This is an optimization exercise on Yosys and OpenROAD, whose aim is small area, a short achievable clock period and few clock cycles per item, not a production implementation.
Where RTL was checked, it was by simulation tests only, not by an equivalence proof against the original.
For run 3, only the layout was checked, not whether the RTL still works.
Power figures rest on the tool's default switching activity, not on a simulated workload.

===== flow/design.v =====
package s2rd_pkg;
  localparam int MAG_W       = 64;    
  localparam int RADIX_W     = 6;     
  localparam int CHAR_W      = 8;     
  localparam int IN_TDATA_W  = 72;
  localparam int OUT_TDATA_W = 8;
  localparam int NCELL = 20;
  localparam int PTR_W = 5;
  localparam logic [6*NCELL-1:0] CELL_MASK = {
    6'h07, {4{6'h0F}}, {3{6'h1F}}, {12{6'h3F}}
  };
  localparam logic [CHAR_W-1:0] ASCII_MINUS = 8'h2D;   
endpackage
import s2rd_pkg::*;
module s2rd_divider
(
  input  logic [6*NCELL-1:0] d_in,
  input  logic               b1,        
  input  logic               b0,        
  input  logic [5:0]         hneg,      
  input  logic [5:0]         hm1,       
  output logic [6*NCELL-1:0] d_odd,     
  output logic [6*NCELL-1:0] d_even     
);
  logic [5:0]       d  [NCELL];
  logic [4:0]       s0 [NCELL];    
  logic [NCELL-1:0] g0, p0;
  logic [NCELL:0]   c;
  for (genvar i = 0; i < NCELL; i++) begin : g_in
    logic [6:0] sum;
    assign d[i]  = d_in[6*i +: 6];
    assign sum   = {1'b0, d[i]} + {1'b0, hneg};
    assign g0[i] = sum[6];
    assign s0[i] = sum[4:0];
    assign p0[i] = (d[i] == hm1);
  end
  always_comb begin
    logic [NCELL-1:0] g, p, gn, pn;
    g = g0;
    p = p0;
    for (int s = 1; s < NCELL; s = s + s) begin
      gn = g;
      pn = p;
      for (int i = 0; i < NCELL; i++) begin
        if (i >= s) begin
          gn[i] = g[i] | (p[i] & g[i-s]);
          pn[i] = p[i] & p[i-s];
        end
      end
      g = gn;
      p = pn;
    end
    c[0] = b1;
    for (int i = 0; i < NCELL; i++) c[i+1] = g[i] | (p[i] & b1);
  end
  for (genvar i = 0; i < NCELL; i++) begin : g_odd
    logic [4:0] s1;
    logic [5:0] n;
    assign s1 = s0[i] + 5'd1;
    always_comb begin
      if (!c[i+1])   n = {d[i][4:0], c[i]};
      else if (c[i]) n = {s1, 1'b0};
      else           n = {s0[i], 1'b1};
    end
    assign d_odd[6*i +: 6] = n & CELL_MASK[6*i +: 6];
  end
  logic [NCELL:0]    e1, e2;
  logic [6*NCELL-1:0] d_mid;
  assign e1[0] = b1;
  assign e2[0] = b0;
  for (genvar i = 0; i < NCELL; i++) begin : g_even
    logic [5:0] n1, n2;
    logic [6:0] sum;
    assign e1[i+1] = g0[i];
    assign n1      = g0[i] ? {s0[i], e1[i]} : {d[i][4:0], e1[i]};
    assign d_mid[6*i +: 6] = n1 & CELL_MASK[6*i +: 6];
    assign sum     = {1'b0, d_mid[6*i +: 6]} + {1'b0, hneg};
    assign e2[i+1] = sum[6];
    assign n2      = sum[6] ? {sum[4:0], e2[i]} : {d_mid[6*i +: 5], e2[i]};
    assign d_even[6*i +: 6] = n2 & CELL_MASK[6*i +: 6];
  end
endmodule
import s2rd_pkg::*;
module signed_to_radix_digits
(
  input  logic                   clk,
  input  logic                   rst_n,
  input  logic                   in_tvalid,
  output logic                   in_tready,
  input  logic [IN_TDATA_W-1:0]  in_tdata,    
  output logic                   out_tvalid,
  input  logic                   out_tready,
  output logic [OUT_TDATA_W-1:0] out_tdata,   
  output logic                   out_tlast    
);
  localparam logic [2:0] K_M1 = 3'd0;   
  localparam logic [2:0] K_P2 = 3'd1;   
  localparam logic [2:0] K_P4 = 3'd2;   
  localparam logic [2:0] K_P8 = 3'd3;   
  localparam logic [2:0] K_SQ = 3'd4;   
  typedef enum logic {
    C_IDLE,
    C_CONV
  } cstate_t;
  typedef enum logic [1:0] {
    O_IDLE,
    O_LOAD,
    O_EMIT
  } ostate_t;
  function automatic logic [CHAR_W-1:0] digit_to_ascii(input logic [5:0] d);
    logic [CHAR_W-1:0] c;
    if (d < 6'd10) c = {4'h3, d[3:0]};
    else           c = 8'h37 + CHAR_W'(d);
    digit_to_ascii = c;
  endfunction
  function automatic logic [5:0] sq_split(input logic [1:0] sel, input logic [5:0] c);
    case ({sel, c})
      {2'd0, 6'd0}: sq_split = 6'o00;
      {2'd0, 6'd1}: sq_split = 6'o01;
      {2'd0, 6'd2}: sq_split = 6'o02;
      {2'd0, 6'd3}: sq_split = 6'o10;
      {2'd0, 6'd4}: sq_split = 6'o11;
      {2'd0, 6'd5}: sq_split = 6'o12;
      {2'd0, 6'd6}: sq_split = 6'o20;
      {2'd0, 6'd7}: sq_split = 6'o21;
      {2'd0, 6'd8}: sq_split = 6'o22;
      {2'd1, 6'd0}: sq_split = 6'o00;
      {2'd1, 6'd1}: sq_split = 6'o01;
      {2'd1, 6'd2}: sq_split = 6'o02;
      {2'd1, 6'd3}: sq_split = 6'o03;
      {2'd1, 6'd4}: sq_split = 6'o04;
      {2'd1, 6'd5}: sq_split = 6'o10;
      {2'd1, 6'd6}: sq_split = 6'o11;
      {2'd1, 6'd7}: sq_split = 6'o12;
      {2'd1, 6'd8}: sq_split = 6'o13;
      {2'd1, 6'd9}: sq_split = 6'o14;
      {2'd1, 6'd10}: sq_split = 6'o20;
      {2'd1, 6'd11}: sq_split = 6'o21;
      {2'd1, 6'd12}: sq_split = 6'o22;
      {2'd1, 6'd13}: sq_split = 6'o23;
      {2'd1, 6'd14}: sq_split = 6'o24;
      {2'd1, 6'd15}: sq_split = 6'o30;
      {2'd1, 6'd16}: sq_split = 6'o31;
      {2'd1, 6'd17}: sq_split = 6'o32;
      {2'd1, 6'd18}: sq_split = 6'o33;
      {2'd1, 6'd19}: sq_split = 6'o34;
      {2'd1, 6'd20}: sq_split = 6'o40;
      {2'd1, 6'd21}: sq_split = 6'o41;
      {2'd1, 6'd22}: sq_split = 6'o42;
      {2'd1, 6'd23}: sq_split = 6'o43;
      {2'd1, 6'd24}: sq_split = 6'o44;
      {2'd2, 6'd0}: sq_split = 6'o00;
      {2'd2, 6'd1}: sq_split = 6'o01;
      {2'd2, 6'd2}: sq_split = 6'o02;
      {2'd2, 6'd3}: sq_split = 6'o03;
      {2'd2, 6'd4}: sq_split = 6'o04;
      {2'd2, 6'd5}: sq_split = 6'o05;
      {2'd2, 6'd6}: sq_split = 6'o10;
      {2'd2, 6'd7}: sq_split = 6'o11;
      {2'd2, 6'd8}: sq_split = 6'o12;
      {2'd2, 6'd9}: sq_split = 6'o13;
      {2'd2, 6'd10}: sq_split = 6'o14;
      {2'd2, 6'd11}: sq_split = 6'o15;
      {2'd2, 6'd12}: sq_split = 6'o20;
      {2'd2, 6'd13}: sq_split = 6'o21;
      {2'd2, 6'd14}: sq_split = 6'o22;
      {2'd2, 6'd15}: sq_split = 6'o23;
      {2'd2, 6'd16}: sq_split = 6'o24;
      {2'd2, 6'd17}: sq_split = 6'o25;
      {2'd2, 6'd18}: sq_split = 6'o30;
      {2'd2, 6'd19}: sq_split = 6'o31;
      {2'd2, 6'd20}: sq_split = 6'o32;
      {2'd2, 6'd21}: sq_split = 6'o33;
      {2'd2, 6'd22}: sq_split = 6'o34;
      {2'd2, 6'd23}: sq_split = 6'o35;
      {2'd2, 6'd24}: sq_split = 6'o40;
      {2'd2, 6'd25}: sq_split = 6'o41;
      {2'd2, 6'd26}: sq_split = 6'o42;
      {2'd2, 6'd27}: sq_split = 6'o43;
      {2'd2, 6'd28}: sq_split = 6'o44;
      {2'd2, 6'd29}: sq_split = 6'o45;
      {2'd2, 6'd30}: sq_split = 6'o50;
      {2'd2, 6'd31}: sq_split = 6'o51;
      {2'd2, 6'd32}: sq_split = 6'o52;
      {2'd2, 6'd33}: sq_split = 6'o53;
      {2'd2, 6'd34}: sq_split = 6'o54;
      {2'd2, 6'd35}: sq_split = 6'o55;
      {2'd3, 6'd0}: sq_split = 6'o00;
      {2'd3, 6'd1}: sq_split = 6'o01;
      {2'd3, 6'd2}: sq_split = 6'o02;
      {2'd3, 6'd3}: sq_split = 6'o03;
      {2'd3, 6'd4}: sq_split = 6'o04;
      {2'd3, 6'd5}: sq_split = 6'o05;
      {2'd3, 6'd6}: sq_split = 6'o06;
      {2'd3, 6'd7}: sq_split = 6'o10;
      {2'd3, 6'd8}: sq_split = 6'o11;
      {2'd3, 6'd9}: sq_split = 6'o12;
      {2'd3, 6'd10}: sq_split = 6'o13;
      {2'd3, 6'd11}: sq_split = 6'o14;
      {2'd3, 6'd12}: sq_split = 6'o15;
      {2'd3, 6'd13}: sq_split = 6'o16;
      {2'd3, 6'd14}: sq_split = 6'o20;
      {2'd3, 6'd15}: sq_split = 6'o21;
      {2'd3, 6'd16}: sq_split = 6'o22;
      {2'd3, 6'd17}: sq_split = 6'o23;
      {2'd3, 6'd18}: sq_split = 6'o24;
      {2'd3, 6'd19}: sq_split = 6'o25;
      {2'd3, 6'd20}: sq_split = 6'o26;
      {2'd3, 6'd21}: sq_split = 6'o30;
      {2'd3, 6'd22}: sq_split = 6'o31;
      {2'd3, 6'd23}: sq_split = 6'o32;
      {2'd3, 6'd24}: sq_split = 6'o33;
      {2'd3, 6'd25}: sq_split = 6'o34;
      {2'd3, 6'd26}: sq_split = 6'o35;
      {2'd3, 6'd27}: sq_split = 6'o36;
      {2'd3, 6'd28}: sq_split = 6'o40;
      {2'd3, 6'd29}: sq_split = 6'o41;
      {2'd3, 6'd30}: sq_split = 6'o42;
      {2'd3, 6'd31}: sq_split = 6'o43;
      {2'd3, 6'd32}: sq_split = 6'o44;
      {2'd3, 6'd33}: sq_split = 6'o45;
      {2'd3, 6'd34}: sq_split = 6'o46;
      {2'd3, 6'd35}: sq_split = 6'o50;
      {2'd3, 6'd36}: sq_split = 6'o51;
      {2'd3, 6'd37}: sq_split = 6'o52;
      {2'd3, 6'd38}: sq_split = 6'o53;
      {2'd3, 6'd39}: sq_split = 6'o54;
      {2'd3, 6'd40}: sq_split = 6'o55;
      {2'd3, 6'd41}: sq_split = 6'o56;
      {2'd3, 6'd42}: sq_split = 6'o60;
      {2'd3, 6'd43}: sq_split = 6'o61;
      {2'd3, 6'd44}: sq_split = 6'o62;
      {2'd3, 6'd45}: sq_split = 6'o63;
      {2'd3, 6'd46}: sq_split = 6'o64;
      {2'd3, 6'd47}: sq_split = 6'o65;
      {2'd3, 6'd48}: sq_split = 6'o66;
      default: sq_split = 6'o00;
    endcase
  endfunction
  logic                    ready_r;     
  cstate_t                 cst_r;
  logic [MAG_W-1:0]        val_r;       
  logic                    neg_r;
  logic                    min_r;       
  logic                    first_r;     
  logic                    started_r;   
  logic [6:0]              left_r;      
  logic [5:0]              rraw_r;      
  logic                    one_r;       
  logic                    fast64_r;    
  logic                    fast16_r;    
  logic [5:0]              hneg_r;      
  logic [5:0]              hm1_r;       
  logic [6*NCELL-1:0]      cells_r;
  logic                    full_r;      
  logic                    cneg_r;      
  logic [2:0]              ckind_r;
  logic [1:0]              csq_r;
  logic [5:0]              crad_r;
  ostate_t                 ost_r;
  logic [6*NCELL-1:0]      obuf_r;      
  logic                    pend_r;      
  logic                    pneg_r;      
  logic [2:0]              pkind_r;
  logic [1:0]              psq_r;
  logic [5:0]              prad_r;
  logic                    oneg_r;      
  logic [2:0]              okind_r;
  logic [1:0]              osq_r;
  logic [5:0]              orad_r;
  logic [NCELL-1:0]        ptr_r;       
  logic [5:0]              cur_r;       
  logic [2:0]              sub_r;       
  logic                    lastcell_r;  
  logic                    out_tvalid_r;
  logic [CHAR_W-1:0]       out_char_r;
  logic                    out_last_r;
  logic [5:0] rad_c;
  logic [6:0] big_c;
  logic [5:0] half_c;
  logic [2:0] kind_c;
  logic [1:0] sq_c;
  always_comb begin
    rad_c = rraw_r;
    if (rraw_r < 6'd2)       rad_c = 6'd2;
    else if (rraw_r > 6'd36) rad_c = 6'd36;
    big_c  = {1'b0, rad_c};
    kind_c = K_M1;
    sq_c   = 2'd0;
    case (rad_c)
      6'd2: begin big_c = 7'd64; kind_c = K_P2; end
      6'd3: begin big_c = 7'd9;  kind_c = K_SQ; sq_c = 2'd0; end
      6'd4: begin big_c = 7'd64; kind_c = K_P4; end
      6'd5: begin big_c = 7'd25; kind_c = K_SQ; sq_c = 2'd1; end
      6'd6: begin big_c = 7'd36; kind_c = K_SQ; sq_c = 2'd2; end
      6'd7: begin big_c = 7'd49; kind_c = K_SQ; sq_c = 2'd3; end
      6'd8: begin big_c = 7'd64; kind_c = K_P8; end
      default: ;
    endcase
    half_c = 6'((big_c + 7'd1) >> 1);
  end
  logic [5:0] in_rf;
  logic       in_one, in_fast64, in_fast16;
  assign in_rf     = in_tdata[64 +: RADIX_W];
  assign in_one    = in_rf[0] && (in_rf > 6'd2) && (in_rf < 6'd36);
  assign in_fast64 = (in_rf < 6'd3) || (in_rf == 6'd4) || (in_rf == 6'd8);
  assign in_fast16 = (in_rf == 6'd16);
  logic [7:0] zb;         
  logic min_c;
  logic inc;              
  logic [7:0] m8;         
  logic fast;
  logic [6:0] size;       
  logic act, skip, step, bulk, zero_exit, last_step, pre_last, copy, start;
  logic [6*NCELL-1:0] cells_odd;
  logic [6*NCELL-1:0] cells_even;
  logic [6*NCELL-1:0] cells_base;
  logic [6*NCELL-1:0] cells_bulk;
  assign zb[0] = (val_r[55:0] == '0);
  for (genvar k = 1; k < 8; k++) begin : g_zb
    assign zb[k] = zb[k-1] && !val_r[55+k];
  end
  assign min_c = neg_r && zb[7];
  assign inc   = neg_r && !(first_r ? min_c : min_r);
  for (genvar k = 0; k < 8; k++) begin : g_m8
    assign m8[k] = val_r[56+k] ^ neg_r ^ (inc && zb[k]);
  end
  assign fast      = fast64_r || fast16_r;
  assign size      = fast ? 7'd8 : one_r ? 7'd1 : 7'd2;
  assign zero_exit = !started_r && !neg_r && zb[7] && !val_r[63];
  assign act       = (cst_r == C_CONV) && !full_r;
  assign skip      = (cst_r == C_CONV) && !started_r && (m8 == '0) && !zero_exit && !fast;
  assign step      = act && !skip && !fast;
  assign bulk      = act && fast;
  assign last_step = (step || bulk) && (zero_exit || left_r == size);
  assign pre_last  = (step || bulk) && !zero_exit && (left_r == {size[5:0], 1'b0});
  assign copy  = full_r && !pend_r && ((ost_r == O_IDLE) || (ost_r == O_EMIT && lastcell_r));
  assign cells_base = started_r ? cells_r : '0;
  always_comb begin
    if (fast16_r) begin
      cells_bulk = {cells_base[6*NCELL-13:0], 2'b00, m8[7:4], 2'b00, m8[3:0]};
    end else begin
      cells_bulk = {cells_base[6*NCELL-9:0], m8};
    end
    cells_bulk = cells_bulk & CELL_MASK;
  end
  s2rd_divider u_cells (
    .d_in   (cells_r),
    .b1     (m8[7]),
    .b0     (m8[6]),
    .hneg   (hneg_r),
    .hm1    (hm1_r),
    .d_odd  (cells_odd),
    .d_even (cells_even)
  );
  logic [5:0]        cell_v [NCELL];
  logic [NCELL-1:0]  top_c;
  logic [5:0]        ptr_cell;
  logic [5:0]        load_v;
  logic [2:0]        top_sub;
  logic [2:0]        sub_max;
  logic [2:0]        digit;
  logic [CHAR_W-1:0] out_char_c;
  logic              slot_free;
  logic              emit_last;
  logic              emit;
  logic              load;
  logic              out_load;
  always_comb begin
    logic above;
    logic nzc;
    above = 1'b0;
    for (int i = NCELL - 1; i > 0; i--) begin
      nzc      = ((cells_r[6*i +: 6] & CELL_MASK[6*i +: 6]) != '0);
      top_c[i] = !above && nzc;
      above    = above || nzc;
    end
    top_c[0] = !above;
  end
  for (genvar i = 0; i < NCELL; i++) begin : g_cell
    assign cell_v[i] = obuf_r[6*i +: 6] & CELL_MASK[6*i +: 6];
  end
  always_comb begin
    ptr_cell = '0;
    for (int i = 0; i < NCELL; i++) ptr_cell = ptr_cell | (cell_v[i] & {6{ptr_r[i]}});
  end
  assign load_v = (okind_r == K_SQ) ? sq_split(osq_r, ptr_cell) : ptr_cell;
  always_comb begin
    top_sub = 3'd0;
    case (okind_r)
      K_P2: begin
        for (int k = 1; k < 6; k++) if (ptr_cell[k]) top_sub = 3'(k);
      end
      K_P4: top_sub = (ptr_cell[5:4] != 0) ? 3'd2 : (ptr_cell[3:2] != 0) ? 3'd1 : 3'd0;
      K_P8: top_sub = (ptr_cell[5:3] != 0) ? 3'd1 : 3'd0;
      K_SQ: top_sub = (ptr_cell >= orad_r) ? 3'd1 : 3'd0;
      default: top_sub = 3'd0;
    endcase
  end
  always_comb begin
    case (okind_r)
      K_P2:       sub_max = 3'd5;
      K_P4:       sub_max = 3'd2;
      K_P8, K_SQ: sub_max = 3'd1;
      default:    sub_max = 3'd0;
    endcase
  end
  always_comb begin
    digit = 3'd0;
    case (okind_r)
      K_P2: begin
        case (sub_r)
          3'd0: digit = {2'd0, cur_r[0]};
          3'd1: digit = {2'd0, cur_r[1]};
          3'd2: digit = {2'd0, cur_r[2]};
          3'd3: digit = {2'd0, cur_r[3]};
          3'd4: digit = {2'd0, cur_r[4]};
          default: digit = {2'd0, cur_r[5]};
        endcase
      end
      K_P4: begin
        case (sub_r)
          3'd0:    digit = {1'b0, cur_r[1:0]};
          3'd1:    digit = {1'b0, cur_r[3:2]};
          default: digit = {1'b0, cur_r[5:4]};
        endcase
      end
      default: digit = sub_r[0] ? cur_r[5:3] : cur_r[2:0];
    endcase
  end
  assign out_char_c = (okind_r == K_M1) ? digit_to_ascii(cur_r) : {5'b00110, digit};
  assign slot_free = !out_tvalid_r || out_tready;
  assign emit      = (ost_r == O_EMIT) && slot_free;
  assign emit_last = lastcell_r && (sub_r == '0);
  assign load      = (ost_r == O_LOAD) && (!oneg_r || slot_free);
  assign out_load  = emit || (load && oneg_r);
  assign start     = (pend_r || copy) && ((ost_r == O_IDLE) || (emit && emit_last));
  always_ff @(posedge clk) begin
    if (!rst_n) begin
      ready_r      <= 1'b1;
      cst_r        <= C_IDLE;
      full_r       <= 1'b0;
      ost_r        <= O_IDLE;
      pend_r       <= 1'b0;
      out_tvalid_r <= 1'b0;
    end else begin
      if (out_load) begin
        out_tvalid_r <= 1'b1;
      end else if (out_tready) begin
        out_tvalid_r <= 1'b0;
      end
      if (ready_r) begin
        ready_r <= !in_tvalid;
      end else begin
        ready_r <= pre_last || last_step;
      end
      if (ready_r && in_tvalid) begin
        cst_r <= C_CONV;
      end else if (last_step) begin
        cst_r <= C_IDLE;
      end
      if (last_step) begin
        full_r <= 1'b1;
      end else if (copy) begin
        full_r <= 1'b0;
      end
      if (start) begin
        pend_r <= 1'b0;
      end else if (copy) begin
        pend_r <= 1'b1;
      end
      case (ost_r)
        O_IDLE:  if (start) ost_r <= O_LOAD;
        O_LOAD:  if (load) ost_r <= O_EMIT;
        default: if (emit && emit_last) ost_r <= start ? O_LOAD : O_IDLE;
      endcase
    end
  end
  always_ff @(posedge clk) begin
    hneg_r <= 6'(7'd64 - 7'(half_c));
    hm1_r  <= half_c - 6'd1;
    if (ready_r) begin
      val_r     <= in_tdata[63:0];
      neg_r     <= in_tdata[63];
      rraw_r    <= in_rf;
      one_r     <= in_one;
      fast64_r  <= in_fast64;
      fast16_r  <= in_fast16;
      first_r   <= 1'b1;
      started_r <= 1'b0;
      left_r    <= 7'd64;
    end else begin
      if (first_r) min_r <= min_c;
      if (skip || bulk) begin
        val_r     <= {val_r[MAG_W-9:0], 8'd0};
        left_r    <= left_r - 7'd8;
        first_r   <= 1'b0;
        started_r <= started_r || (m8 != '0);
      end else if (step && one_r) begin
        val_r     <= {val_r[MAG_W-2:0], 1'b0};
        left_r    <= left_r - 7'd1;
        first_r   <= 1'b0;
        started_r <= started_r || m8[7];
      end else if (step) begin
        val_r     <= {val_r[MAG_W-3:0], 2'b00};
        left_r    <= left_r - 7'd2;
        first_r   <= 1'b0;
        started_r <= started_r || m8[7] || m8[6];
      end
    end
    if (act) begin
      if (fast)            cells_r <= cells_bulk;
      else if (!started_r) cells_r <= one_r ? {{(6*NCELL-1){1'b0}}, m8[7]} : {{(6*NCELL-2){1'b0}}, m8[7:6]};
      else if (one_r)      cells_r <= cells_odd;
      else                 cells_r <= cells_even;
    end
    if (last_step) begin
      cneg_r  <= neg_r;
      ckind_r <= kind_c;
      csq_r   <= sq_c;
      crad_r  <= rad_c;
    end
  end
  always_ff @(posedge clk) begin
    if (copy) begin
      obuf_r  <= cells_r;
      ptr_r   <= top_c;
      pneg_r  <= cneg_r;
      pkind_r <= ckind_r;
      psq_r   <= csq_r;
      prad_r  <= crad_r;
    end
    if (start) begin
      oneg_r  <= copy ? cneg_r  : pneg_r;
      okind_r <= copy ? ckind_r : pkind_r;
      osq_r   <= copy ? csq_r   : psq_r;
      orad_r  <= copy ? crad_r  : prad_r;
    end
    if (load) begin
      cur_r      <= load_v;
      sub_r      <= top_sub;
      lastcell_r <= ptr_r[0];
      ptr_r      <= ptr_r >> 1;
    end else if (emit && !emit_last) begin
      if (sub_r == '0) begin
        cur_r      <= load_v;
        sub_r      <= sub_max;
        lastcell_r <= ptr_r[0];
        ptr_r      <= ptr_r >> 1;
      end else begin
        sub_r <= sub_r - 1'b1;
      end
    end
    if (out_load) begin
      out_char_r <= (ost_r == O_LOAD) ? ASCII_MINUS : out_char_c;
      out_last_r <= (ost_r == O_EMIT) && emit_last;
    end
  end
  assign in_tready  = ready_r;
  assign out_tvalid = out_tvalid_r;
  assign out_tdata  = out_char_r;
  assign out_tlast  = out_last_r;
endmodule

===== flow/config.mk =====
export PLATFORM = sky130hd
export DESIGN_NAME = signed_to_radix_digits
export DESIGN_NICKNAME = signed_to_radix_digits
export VERILOG_FILES = /design/flow/design.v
export SDC_FILE = /design/flow/constraint.sdc
export NUM_CORES = 4
export LEC_CHECK = 0
export CAP_MARGIN = 50
export CORE_MARGIN = 2
export CORE_UTILIZATION = 40
export SLEW_MARGIN = 50

===== flow/flow/run.sh =====
#!/bin/bash
# The standard layout (the standard.sh: standard synthesis, floorplan, placement,
# CTS, routing), with ORFS's setup repair aiming for 11.75 ns of slack instead of 0, so
# that the resizer also works on paths that already meet the 16 ns clock.
# make's full output goes to standard_flow.log; ORFS keeps each step's log under orfs/logs.
set -euo pipefail
bash standard.sh SETUP_SLACK_MARGIN=11.75 finish > standard_flow.log 2>&1

===== flow/constraint.sdc =====
create_clock -name core_clock -period 16.0 [get_ports {clk}]
set_input_delay 3.2000 -clock core_clock [delete_from_list [all_inputs] [get_ports {clk}]]
set_output_delay 3.2000 -clock core_clock [all_outputs]
set_load 0.01 [all_outputs]

===== flow/standard.sh =====
#!/bin/bash
# synth_recipe.tcl (not shown) runs the flow's synth.tcl, then flattens the netlist and writes it again
# the make line also repeats each setting of config.mk as NAME=value (left out here)
make -C /OpenROAD-flow-scripts/flow DESIGN_CONFIG=/design/flow/config.mk WORK_HOME=/design/flow/orfs CLKGATE_MAP_FILE= SYNTH_SCRIPT=/design/flow/synth_recipe.tcl "${@:-finish}"

==> results of run 1 <==
sequential cells by signal (all words and copies together), names as in the netlist, 6 cells and up:
signal and cells:
left_r 7, out_tdata 7, hneg_r 6, cells_r 106, rraw_r 6, cur_r 6, hm1_r 6, obuf_r 106
ptr_r 20, crad_r 6, prad_r 6, orad_r 6, val_r 64
cell usage after synthesis, types with 12 or more instances:
cell type	n	area share
a21o_1	86	0.020
nand3_1	59	0.0093
inv_1	113	0.013
ha_1	253	0.10
nor2b_1	47	0.0092
a221oi_1	34	0.0094
edfxtp_1	329	0.31
nor2_1	255	0.030
xor2_1	139	0.038
nand2b_1	33	0.0065
xnor2_1	135	0.037
a22oi_1	122	0.029
o21bai_1	16	0.0038
nand4_1	32	0.0063
and3_1	14	0.0028
o211ai_1	18	0.0042
o31ai_1	18	0.0042
o221ai_1	15	0.0041
fa_1	40	0.025
a211oi_1	49	0.012
or3_1	13	0.0026
mux2i_1	96	0.030
nor3_1	45	0.0071
mux2_2	53	0.019
a22o_1	16	0.0044
nand2_1	349	0.041
o21ai_0	229	0.036
a31oi_1	82	0.016
nor4_1	51	0.010
nor3b_1	12	0.0028
buf_2	38	0.0060
a222oi_1	34	0.011
clkbuf_1	148	0.017
a21oi_1	197	0.031
dfxtp_1	60	0.038
power by group:
group / internal (mW) / total (mW) / switching (mW)
Sequential: 1.19 / 1.31 / 0.122
Clock: 0.690 / 1.16 / 0.467
Combinational: 1.33 / 2.98 / 1.65
per-layer routing:
metal	vias up	GRT usage	share of wire
met5	-	0	0
met4	0	0.0938	0.033
met3	220	0.0407	0.084
met2	1350	0.400	0.46
met1	13937	0.355	0.43
li1	13271	-	-
through the flow:
| stage | setup WS, ns | hold slack, ns | instance area (um2) | cells | power (mW) |
|---|---|---|---|---|---|
| finish | 11.68 | 0.446 | 38000 | 4685 | 5.44 |
| global route | 11.63 | 0.464 | 38000 | 4684 | 5.80 |
| CTS | 11.66 | 0.450 | 36600 | 4595 | 5.17 |
| detailed placement | 10.68 | 0.431 | 33800 | 4428 | 3.85 |
| global placement | 10.57 | 0.431 | 33700 | 4425 | 3.80 |
| floorplan | 11.75 | 0.414 | 31900 | 3435 | 3.25 |
layout by cell type (no fill, tap or decap), types with 15 or more instances in the layout:
cell               n
nand3_1           58
nand2b_1          30
edfxtp_1         329
fa_2              20
a31oi_1           81
o21ai_1           27
mux2i_1           85
nor4_1            44
a211oi_1          32
clkdlybuf4s50_1   72
o221ai_1          15
buf_6             17
a21oi_1          173
dfxtp_1           52
nor2_1           246
a221oi_1          26
o211ai_1          18
a211oi_2          17
o21ai_0          201
a22o_1            16
nand2_1          342
a22oi_1          122
xnor2_1          135
o31ai_1           17
a222oi_1          34
inv_1            103
clkbuf_16         54
nor3_1            41
ha_1             241
xor2_1           138
nand4_1           32
buf_4            193
fa_1              20
nor2b_1           41
mux2_2            46
a21o_1            75
area by class of cell:
class	instances	area (um2)
antenna	1	2.50
clock buffer	67	1430
clock inverter	18	240
fill	7390	40900
inverter	120	472
multi-input combinational	2729	20600
sequential	389	11100
tap	1050	1310
timing repair buffer	311	2830
path summary, 6_finish.rpt:
path / cells past startpoint / to / startpoint
max: 1 / out_tlast / out_last_r
min: 2 / pkind_r[0] / pkind_r[0]
max reg2reg: 16 / cells_r[9] / hneg_r[0]
min reg2reg: 2 / pkind_r[0] / pkind_r[0]
kinds of logic after synthesis:
family,Yosys count,synth area share
xor gates and xnor gates,274,0.0754
adders and majority gates,297,0.126
buffers and inverters,318,0.0398
DFF,389,0.348
AOI/OAI and AO/OA,1054,0.223
and+or+nand+nor,952,0.138
other,1,0.000118
muxes,150,0.0497
what timing repair did:
item,in CTS,in global routing
resized for setup,150,166
buffers inserted,78,87
cloned,4,1
endpoints found under the setup margin,260,203
pin swaps,22,62
==> flow_summary.json, run 1 <==
{
  "status": "complete, no violations",
  "irDropWorstVdd_mv": 0.0948,
  "crit_buf_inv": 1,
  "hold_viol": 0,
  "core_um2": 78900,
  "grt_pass1_wl_mm": 164,
  "netlist_instances": 3435,
  "place_hpwl_mm": 69.7,
  "crit_slowest_cell": "edfxtp_1",
  "synth_edf_count": 329,
  "rows": 103,
  "synthesis.nets": 3804,
  "clock-sinks": 389,
  "io_pins": 87,
  "die_area_um2": 81800,
  "critical-path-top-delay-family": "flip-flops",
  "grt_overflow_total": 0,
  "final_nets": 3966,
  "power_leakage_nw": 14.7,
  "cp-end-kind": "output pin",
  "die_h_um": 286,
  "drt-initial-drc-count": 3213,
  "tightest_slew_ns": 0.739,
  "critPathKind": "register to output pin",
  "die_x_um": 286,
  "grt_max_degree": 116,
  "cap_violations": 0,
  "vias": 28778,
  "hold_path.class": "register to register",
  "place.gp.congestion": 0.914,
  "areaGrowthSynthToFinish_pct": 19.4,
  "async_reset_ff_frac": 0,
  "synth.avg_cell_area_um2": 9.26,
  "crit_path_cell_trace": "buf_2",
  "cts_tree": "built",
  "drive_gt1_frac": 0.164,
  "r2r_slack_ns": 11.86,
  "fin_setup_tns_ns": 0,
  "fmax_mhz": 232,
  "start_util": 0.403,
  "slew_headroom": 0.504,
  "slew_violations": 0,
  "cts-buffers-inserted": 46,
  "fin_crit_ns": 4.32,
  "first_pass_iters": 7,
  "yosys_warnings": 5,
  "worst_skew_pair.late_latency_ns": 0.61,
  "wl_mm": 108,
  "ys_types": 96,
  "fin_util": 0.482,
  "ys_ff_latch": 389,
  "worstPathMaxFanout": 1,
  "powerDensity_nw_per_um2": 143,
  "rsz0062_at_grt": "true",
  "drc": 0,
  "required_ns": 12.80,
  "cp-start-kind": "register",
  "synth_area_um2": 31800,
  "fin_skew_ns": 0.0336,
  "ant_nets": 0,
  "critPathArrivalTime_ns": 1.12,
  "clk_pin_slew_ns": 0.06,
  "setup_violations": 0,
  "avgRoutedWirePerCell_um": 23.2,
  "grt_use_total": 0.255,
  "min_period_over_period": 0.270,
  "antenna_found_initial": 1,
  "synth_ff_type": "edfxtp_1",
  "numPortBuffers": 83,
  "slowest_delay_ns": 0.36,
  "ctsRootBufferMaster": "clkbuf_16",
  "vias_per_cell": 6.14,
  "h-tree-depth": 2,
  "synth_seq_area_share": 0.348,
  "grt_pass1_vias": 26951,
  "postCtsHoldBufs": 0,
  "cts.path.max_buffers": 3
}
Testbench counts, summed over its fixed seeds: cycles 12,556, numbers 512.
==> run 2, diff against run 1 <==
--- a/flow/config.mk
+++ b/flow/config.mk
@@ -7,5 +7,6 @@
 export LEC_CHECK = 0
 export CAP_MARGIN = 50
 export CORE_MARGIN = 2
-export CORE_UTILIZATION = 40
+export CORE_UTILIZATION = 60
+export PLACE_DENSITY = 0.75
 export SLEW_MARGIN = 50
==> flow_summary.json, run 2 <==
{
  "place_area_um2": 33300,
  "fmax_mhz": 231,
  "grt_use_total": 0.376,
  "grt_max_degree": 116,
  "final_nets": 3966,
  "mostFrequentLayoutCell": "nand2_1",
  "rr_endpoint": "cells_r[65]",
  "crit_start": "hneg_r[0]",
  "ys_types": 96,
  "synth_area_um2": 31800,
  "tightest_slew_ns": 0.814,
  "rows": 84,
  "preCtsSetupSlack_ns": 10.65,
  "critPathKind": "register to register",
  "hold_path.class": "register to register",
  "netlist_instances": 3435,
  "ant_nets": 0,
  "cp-start-kind": "register",
  "hold-worst-slack_ns": 0.453,
  "cts-buffers-inserted": 44,
  "cp-end-kind": "register",
  "fin_skew_ns": 0.0291,
  "worstPathMaxFanout": 6,
  "power_mw": 5.53,
  "wl_mm": 108,
  "antenna_found_initial": 0,
  "grt_pass1_wl_mm": 162,
  "vias": 30645,
  "io_pins": 87,
  "rsz0062_at_grt": "true",
  "vias_per_cell": 7.09,
  "ys_top_cells_by_count": "nand2_1, edfxtp_1, nor2_1",
  "areaGrowthSynthToFinish_pct": 17.8,
  "cap_violations": 0,
  "die_h_um": 234,
  "synth_seq_area_share": 0.348,
  "async_reset_ff_frac": 0,
  "synthesis.nets": 3804,
  "rr_startpoint": "hneg_r[0]",
  "highest_layer": "met4",
  "synth_top_area_cell": "edfxtp_1",
  "hold_viol": 0,
  "critPathArrivalTime_ns": 4.64,
  "hold_end": "prad_r[1]",
  "synth_ff_type": "edfxtp_1",
  "r2r_cells": 20,
  "grt_overflow_total": 0,
  "ys_ff_latch": 389,
  "die_area_um2": 54900,
  "dr_wl_met2_mm": 48.0,
  "avgRoutedWirePerCell_um": 25.1,
  "final_cell_mix": "nand2_1, edfxtp_1, nor2_1",
  "synth.most_common_cell": "nand2_1",
  "worst_skew_pair.late_latency_ns": 0.59,
  "synth.area.top_cells": "edfxtp_1, ha_1, nand2_1, xor2_1, dfxtp_1",
  "yosys_warnings": 5,
  "required_ns": 16.32,
  "numPortBuffers": 83,
  "synth.top_cell.area_share": 0.311,
  "clock-sinks": 389,
  "synth.avg_cell_area_um2": 9.26,
  "hp-start": "prad_r[1]",
  "irDropWorstVdd_mv": 0.117,
  "clk_pin_slew_ns": 0.06,
  "min_period_over_period": 0.270,
  "place_hpwl_mm": 67.4,
  "start_util": 0.607,
  "grt_pass1_vias": 28789,
  "slew_headroom": 0.458,
  "drt-met1-wl_mm": 40.4,
  "layout_setup_ws_ns": 11.68,
  "cts_tree": "built",
  "wl_met3_mm": 14.2,
  "top_regs": "cells_r x106, obuf_r x106, val_r x64",
  "setup_violations": 0,
  "place.gp.congestion": 0.975,
  "power_leakage_nw": 14.6,
  "status": "complete, no violations",
  "slew_violations": 0,
  "fin_area_um2": 37500,
  "drive_gt1_frac": 0.165,
  "die_x_um": 234,
  "ctsRootBufferMaster": "clkbuf_16",
  "fin_setup_tns_ns": 0,
  "core_um2": 52400,
  "cts.path.max_buffers": 3,
  "final-instance-count-excl-fill": 4322,
  "fin_crit_ns": 4.32,
  "first_pass_iters": 10,
  "r2r_slack_ns": 11.68,
  "drc": 0,
  "synth_edf_count": 329,
  "powerDensity_nw_per_um2": 148,
  "fill_cells": 3771,
  "holdPathStages": 2,
  "dp.cells": 4063,
  "fin_util": 0.714,
  "drt-initial-drc-count": 5045,
  "h-tree-depth": 2
}
run 2: cell counts after synthesis:
No cell type changed its count.
run 2: cell families after synthesis:
kind of cell,count (synthesis),share of synthesized area
buf+inv,318,0.0398
simple gates,952,0.138
compound gates,1054,0.223
mux,150,0.0497
xor+xnor,274,0.0754
other cells,1,0.000118
flops,389,0.348
fa+ha+maj,297,0.126
run 2: worst max-delay path, stage by stage (launching register included):
cell and delay (ns):
dfxtp_4 0.41, buf_12 0.17, ha_4 0.17, fa_2 0.42, a211oi_2 0.28, o21bai_2 0.13, a21oi_4 0.20, buf_12 0.14
clkinvlp_4 0.13, ha_4 0.19, inv_2 0.05, fa_2 0.21, nor2b_2 0.05, o21ai_1 0.17, a21boi_1 0.10, o21ai_1 0.14
nand2b_1 0.17, buf_4 0.18, mux2_2 0.29, a222oi_1 0.31, o21ai_1 0.13
run 2: report_power, final:
| part | switching [mW] | leakage [nW] | internal [mW] |
|---|---|---|---|
| clock network | 0.442 | 0.738 | 0.635 |
| registers | 0.119 | 3.62 | 1.19 |
| logic | 1.76 | 10.2 | 1.39 |
run 2: area by class of cell:
type	count	area (um2)	area share
Multi-Input combinational cell	2733	20600	0.550
Sequential cell	389	11100	0.296
Timing Repair Buffer	308	2900	0.0774
Clock buffer	64	1310	0.0350
Tap cell	688	861	0.0230
Inverter	120	484	0.0129
Clock inverter	18	210	0.00561
Timing Repair inverter	1	5.00	0.000134
Antenna cell	1	2.50	0.0000668
run 2: timing repair:
action	in CTS	in global routing
buffers inserted	89	74
cloned	4	8
setup endpoints to repair	218	171
hold buffers	0	0
resized for setup	155	192
pin swaps	23	87
run 2: worst max-delay path by stage:
stage                   endpoint  slack (ns)  depth (start not counted)
floorplan            cells_r[47]       11.75                         19
global placement     cells_r[76]       10.66                         17
detailed placement  cells_r[109]       10.65                         13
CTS                 out_tdata[6]       11.69                          1
global route         cells_r[76]       11.54                         18
finish               cells_r[65]       11.68                         20
run 2: layer usage:
metal	global-route usage	vias to the layer above
met5	0	-
met4	0.174	0
met3	0.0833	493
met2	0.584	2368
met1	0.502	14517
li1	-	13267
==> run 3, diff against run 2 <==
--- a/flow/design.v
+++ b/flow/design.v
@@ -15,6 +15,7 @@
 module s2rd_divider
 (
   input  logic [6*NCELL-1:0] d_in,
+  input  logic               b2,        
   input  logic               b1,        
   input  logic               b0,        
   input  logic [5:0]         hneg,      
@@ -50,8 +51,8 @@
       g = gn;
       p = pn;
     end
-    c[0] = b1;
-    for (int i = 0; i < NCELL; i++) c[i+1] = g[i] | (p[i] & b1);
+    c[0] = b2;
+    for (int i = 0; i < NCELL; i++) c[i+1] = g[i] | (p[i] & b2);
   end
   for (genvar i = 0; i < NCELL; i++) begin : g_odd
     logic [4:0] s1;
@@ -64,20 +65,25 @@
     end
     assign d_odd[6*i +: 6] = n & CELL_MASK[6*i +: 6];
   end
-  logic [NCELL:0]    e1, e2;
-  logic [6*NCELL-1:0] d_mid;
+  logic [NCELL:0]     e2, e1, e0;
+  logic [6*NCELL-1:0] d_mid1, d_mid2;
+  assign e2[0] = b2;
   assign e1[0] = b1;
-  assign e2[0] = b0;
+  assign e0[0] = b0;
   for (genvar i = 0; i < NCELL; i++) begin : g_even
-    logic [5:0] n1, n2;
-    logic [6:0] sum;
-    assign e1[i+1] = g0[i];
-    assign n1      = g0[i] ? {s0[i], e1[i]} : {d[i][4:0], e1[i]};
-    assign d_mid[6*i +: 6] = n1 & CELL_MASK[6*i +: 6];
-    assign sum     = {1'b0, d_mid[6*i +: 6]} + {1'b0, hneg};
-    assign e2[i+1] = sum[6];
-    assign n2      = sum[6] ? {sum[4:0], e2[i]} : {d_mid[6*i +: 5], e2[i]};
-    assign d_even[6*i +: 6] = n2 & CELL_MASK[6*i +: 6];
+    logic [5:0] n2, n1, n0;
+    logic [6:0] sum1, sum0;
+    assign e2[i+1] = g0[i];
+    assign n2      = g0[i] ? {s0[i], e2[i]} : {d[i][4:0], e2[i]};
+    assign d_mid1[6*i +: 6] = n2 & CELL_MASK[6*i +: 6];
+    assign sum1    = {1'b0, d_mid1[6*i +: 6]} + {1'b0, hneg};
+    assign e1[i+1] = sum1[6];
+    assign n1      = sum1[6] ? {sum1[4:0], e1[i]} : {d_mid1[6*i +: 5], e1[i]};
+    assign d_mid2[6*i +: 6] = n1 & CELL_MASK[6*i +: 6];
+    assign sum0    = {1'b0, d_mid2[6*i +: 6]} + {1'b0, hneg};
+    assign e0[i+1] = sum0[6];
+    assign n0      = sum0[6] ? {sum0[4:0], e0[i]} : {d_mid2[6*i +: 5], e0[i]};
+    assign d_even[6*i +: 6] = n0 & CELL_MASK[6*i +: 6];
   end
 endmodule
 import s2rd_pkg::*;
@@ -311,6 +317,7 @@
   logic [7:0] m8;         
   logic fast;
   logic [6:0] size;       
+  logic [1:0] lmod3;      
   logic act, skip, step, bulk, zero_exit, last_step, pre_last, copy, start;
   logic [6*NCELL-1:0] cells_odd;
   logic [6*NCELL-1:0] cells_even;
@@ -326,14 +333,22 @@
     assign m8[k] = val_r[56+k] ^ neg_r ^ (inc && zb[k]);
   end
   assign fast      = fast64_r || fast16_r;
-  assign size      = fast ? 7'd8 : one_r ? 7'd1 : 7'd2;
+  always_comb begin
+    case (left_r[6:3])
+      4'd1, 4'd4, 4'd7: lmod3 = 2'd2;   
+      4'd2, 4'd5, 4'd8: lmod3 = 2'd1;   
+      default:          lmod3 = 2'd0;   
+    endcase
+    if (left_r[2:0] != 3'd0) lmod3 = 2'd0;   
+  end
+  assign size      = fast ? 7'd8 : one_r ? 7'd1 : (lmod3 == 2'd0) ? 7'd3 : 7'(lmod3);
   assign zero_exit = !started_r && !neg_r && zb[7] && !val_r[63];
   assign act       = (cst_r == C_CONV) && !full_r;
   assign skip      = (cst_r == C_CONV) && !started_r && (m8 == '0) && !zero_exit && !fast;
   assign step      = act && !skip && !fast;
   assign bulk      = act && fast;
   assign last_step = (step || bulk) && (zero_exit || left_r == size);
-  assign pre_last  = (step || bulk) && !zero_exit && (left_r == {size[5:0], 1'b0});
+  assign pre_last  = (step || bulk) && !zero_exit && (left_r == size + (fast ? 7'd8 : one_r ? 7'd1 : 7'd3));
   assign copy  = full_r && !pend_r && ((ost_r == O_IDLE) || (ost_r == O_EMIT && lastcell_r));
   assign cells_base = started_r ? cells_r : '0;
   always_comb begin
@@ -346,8 +361,9 @@
   end
   s2rd_divider u_cells (
     .d_in   (cells_r),
-    .b1     (m8[7]),
-    .b0     (m8[6]),
+    .b2     (m8[7]),
+    .b1     (m8[6]),
+    .b0     (m8[5]),
     .hneg   (hneg_r),
     .hm1    (hm1_r),
     .d_odd  (cells_odd),
@@ -496,21 +512,28 @@
         left_r    <= left_r - 7'd8;
         first_r   <= 1'b0;
         started_r <= started_r || (m8 != '0);
-      end else if (step && one_r) begin
+      end else if (step && size == 7'd1) begin
         val_r     <= {val_r[MAG_W-2:0], 1'b0};
         left_r    <= left_r - 7'd1;
         first_r   <= 1'b0;
         started_r <= started_r || m8[7];
-      end else if (step) begin
+      end else if (step && size == 7'd2) begin
         val_r     <= {val_r[MAG_W-3:0], 2'b00};
         left_r    <= left_r - 7'd2;
         first_r   <= 1'b0;
         started_r <= started_r || m8[7] || m8[6];
+      end else if (step) begin
+        val_r     <= {val_r[MAG_W-4:0], 3'b000};
+        left_r    <= left_r - 7'd3;
+        first_r   <= 1'b0;
+        started_r <= started_r || m8[7] || m8[6] || m8[5];
       end
     end
     if (act) begin
       if (fast)            cells_r <= cells_bulk;
-      else if (!started_r) cells_r <= one_r ? {{(6*NCELL-1){1'b0}}, m8[7]} : {{(6*NCELL-2){1'b0}}, m8[7:6]};
+      else if (!started_r) cells_r <= (size == 7'd1) ? {{(6*NCELL-1){1'b0}}, m8[7]} :
+                                      (size == 7'd2) ? {{(6*NCELL-2){1'b0}}, m8[7:6]} :
+                                                       {{(6*NCELL-3){1'b0}}, m8[7:5]};
       else if (one_r)      cells_r <= cells_odd;
       else                 cells_r <= cells_even;
     end
==> flow/flow/run.sh (replaced) <==
#!/bin/bash
# The standard layout (the standard.sh: standard synthesis, floorplan, placement,
# CTS, routing), with ORFS's setup repair aiming for 11 ns of slack instead of 0, so
# that the resizer also works on paths that already meet the 16 ns clock.
# make's full output goes to standard_flow.log; ORFS keeps each step's log under orfs/logs.
set -euo pipefail
bash standard.sh SETUP_SLACK_MARGIN=11 finish > standard_flow.log 2>&1
--- a/flow/config.mk
+++ b/flow/config.mk
@@ -7,6 +7,5 @@
 export LEC_CHECK = 0
 export CAP_MARGIN = 50
 export CORE_MARGIN = 2
-export CORE_UTILIZATION = 60
-export PLACE_DENSITY = 0.75
+export CORE_UTILIZATION = 40
 export SLEW_MARGIN = 50
==> flow_summary.json, run 3 <==
{
  "fin_crit_ns": 5.63,
  "worstPathMaxFanout": 8,
  "critPathArrivalTime_ns": 5.95,
  "synth_top_area_cell": "edfxtp_1",
  "layout_setup_ws_ns": 10.37,
  "areaGrowthSynthToFinish_pct": 33.1,
  "synth.most_common_cell": "ha_1",
  "core_um2": 90000,
  "share_comb_of_total_power": 0.749,
  "p_sw_frac": 0.423,
  "wl_mm": 134,
  "cts-buffers-inserted": 47,
  "fmax_mhz": 177,
  "powerDensity_nw_per_um2": 201,
  "die_x_um": 306,
  "slew_violations": 0,
  "grt_max_degree": 77,
  "top_regs": "cells_r x106, obuf_r x106, val_r x64",
  "antenna_found_initial": 2,
  "clock-sinks": 389,
  "hold_viol": 0,
  "die_h_um": 306,
  "dp.cells": 5111,
  "synth_area_um2": 36400,
  "grt_use_total": 0.268,
  "synth.area.top_cells": "edfxtp_1, ha_1, a21oi_1, xnor2_1, o21ai_0",
  "final-instance-count-excl-fill": 5746,
  "synth_edf_count": 329,
  "irDropWorstVdd_mv": 0.103,
  "place_hpwl_mm": 81.5,
  "start_util": 0.404,
  "ys_types": 94,
  "numPortBuffers": 83,
  "slowest_delay_ns": 0.43,
  "synth_seq_area_share": 0.305,
  "crit_start": "hneg_r[0]",
  "synthesis.nets": 4513,
  "synth_ff_type": "edfxtp_1",
  "grt_pass1_vias": 33167,
  "preCtsSetupSlack_ns": 9.23,
  "grt_overflow_total": 0,
  "netlist_instances": 4017,
  "power_mw": 9.72,
  "place.gp.congestion": 0.919,
  "tightest_slew_ns": 0.762,
  "status": "complete, no violations",
  "ys_ff_latch": 389,
  "cp-end-kind": "register",
  "synth.avg_cell_area_um2": 9.05,
  "ys_top_cells_by_count": "ha_1, nand2_1, edfxtp_1",
  "crit_buf_inv": 3,
  "cp_common_cell": "o21ai_1",
  "worst_skew_pair.late_latency_ns": 0.61,
  "synth.top_cell.area_share": 0.272,
  "slew_headroom": 0.490,
  "fin_skew_ns": 0.0224,
  "fin_util": 0.538,
  "critPathKind": "register to register",
  "cts_tree": "built",
  "grt_pass1_wl_mm": 198,
  "final_cell_mix": "buf_4, nand2_1, edfxtp_1",
  "yosys_warnings": 5,
  "fin_setup_tns_ns": 0,
  "cts.path.max_buffers": 3,
  "antennaDiodeCount": 0,
  "drt-initial-drc-count": 3644,
  "clkPwrFrac": 0.112,
  "power_leakage_nw": 19.0,
  "cap_violations": 0,
  "vias_per_cell": 6.12,
  "rows": 110,
  "rr_startpoint": "hneg_r[0]",
  "clk_pin_slew_ns": 0.06,
  "ant_nets": 0,
  "h-tree-depth": 2,
  "switching_power_mw": 4.11,
  "drive_gt1_frac": 0.293,
  "rsz0062_at_grt": "true",
  "hp-start": "psq_r[0]",
  "final_nets": 5030,
  "ctsRootBufferMaster": "clkbuf_16",
  "setup_violations": 0,
  "fill_cells": 7921,
  "required_ns": 16.31,
  "p_int_mw": 5.61,
  "crit_slowest_cell": "dfxtp_4",
  "avgRoutedWirePerCell_um": 23.3,
  "hold_path.class": "register to register",
  "async_reset_ff_frac": 0,
  "die_area_um2": 93300,
  "cp-start-kind": "register",
  "first_pass_iters": 9,
  "critical-path-top-delay-family": "compound AO/OA/AOI/OAI gates",
  "min_period_over_period": 0.352,
  "drc": 0,
  "io_pins": 87,
  "seq_power_share": 0.139,
  "mostFrequentLayoutCell": "buf_4",
  "vias": 35164
}
## run 3: cell count changes after synthesis, moves of 57 or more
cell	delta
a21oi_1	+126
a221o_1	+59
a22oi_1	-63
a31oi_1	-57
ha_1	+107
o21ai_0	+80
o21ai_1	+59
## run 3: worst paths after layout
kind / endpoint / slack, ns / cells after the start
worst max register to register: cells_r[41] / 10.37 / 25
worst max-delay path: cells_r[41] / 10.37 / 25
worst min-delay path: psq_r[0] / 0.45 / 2
worst min register to register: psq_r[0] / 0.45 / 2
## run 3: kinds of logic after synthesis
family | synth area share
xor+xnor | 0.0800
mux | 0.0596
buf+inv | 0.0414
fa+ha+maj | 0.158
other cells | 0.000103
compound gates | 0.225
flops | 0.305
simple gates | 0.131
## run 3: layer usage
metal	wire (um)	track usage	vias up	share of wire
met2	62200	0.438	1720	0.46
met4	5330	0.0875	4	0.040
met5	25	0	-	0.00019
li1	-	-	16057	-
met1	54800	0.363	17008	0.41
met3	11600	0.0388	375	0.087
## run 3: metrics by stage
stage | hold slack, ns | area, um2
CTS | 0.445 | 45500
global placement | 0.428 | 38500
finish | 0.445 | 48400
detailed placement | 0.431 | 38700
floorplan | 0.414 | 36800
global route | 0.473 | 48400
## run 3: cell type report
| class | instances | area (um2) | area share |
|---|---|---|---|
| Tap cell | 1176 | 1470 | 0.0304 |
| Multi-Input combinational cell | 3240 | 27300 | 0.564 |
| Timing Repair Buffer | 697 | 6330 | 0.131 |
| Inverter | 159 | 646 | 0.0133 |
| Sequential cell | 389 | 11100 | 0.229 |
| Clock inverter | 29 | 282 | 0.00582 |
| Clock buffer | 56 | 1260 | 0.0260 |
## run 3: what timing repair did
| action | CTS | global route |
|---|---|---|
| gates cloned | 2 | 1 |
| gates resized for setup | 534 | 320 |
| hold buffers | 0 | 0 |
| buffers inserted | 385 | 161 |
| pin swaps | 228 | 284 |
| endpoints found under the hold margin | 0 | 0 |
| setup endpoints to repair | 107 | 106 |
## run 3: worst min-delay path, delay by kind of cell, from the launching register on
kind	cells	cell delay, ns
flip-flops	1	0.30
AND/OR/NAND/NOR	2	0.11
## run 3: power by group through the flow
stage / clock network [mW] / registers (mW) / logic, mW
global placement: 0 / 1.41 / 4.06
detailed placement: 0 / 1.40 / 4.16
floorplan: 0 / 1.33 / 3.39
global route: 1.14 / 1.36 / 7.81
CTS: 1.10 / 1.35 / 5.88
finish: 1.09 / 1.35 / 7.28

-- re-timing with driven ports --
Ports are ideal in the flow. The routed layouts listed here were re-timed in OpenROAD. Step 1: set_driving_cell puts a clkbuf_16 on clk and a buf_2 on each other input, an assumption about the parent block. Step 2 also shifts input and output timing later by t, the mid clock arrival at the registers, as if the neighbouring blocks saw the same clock. Three values: ideal ports, drivers, drivers and shift; two values: the first two.
run	shift t [ns]	setup slack, ns	worst slew at a driven data input, ns
run 1	0.662	11.685 / 11.617 / 11.263	0.08
run 2	0.641	11.680 / 11.651 / 11.266	0.07
run 3	0.663	10.365 / 10.365 / 10.365	0.07
After both steps every run listed still meets setup and hold. For run 1, which loses most, drivers alone change the setup slack by -0.068 ns; drivers and shift together by -0.422 ns.
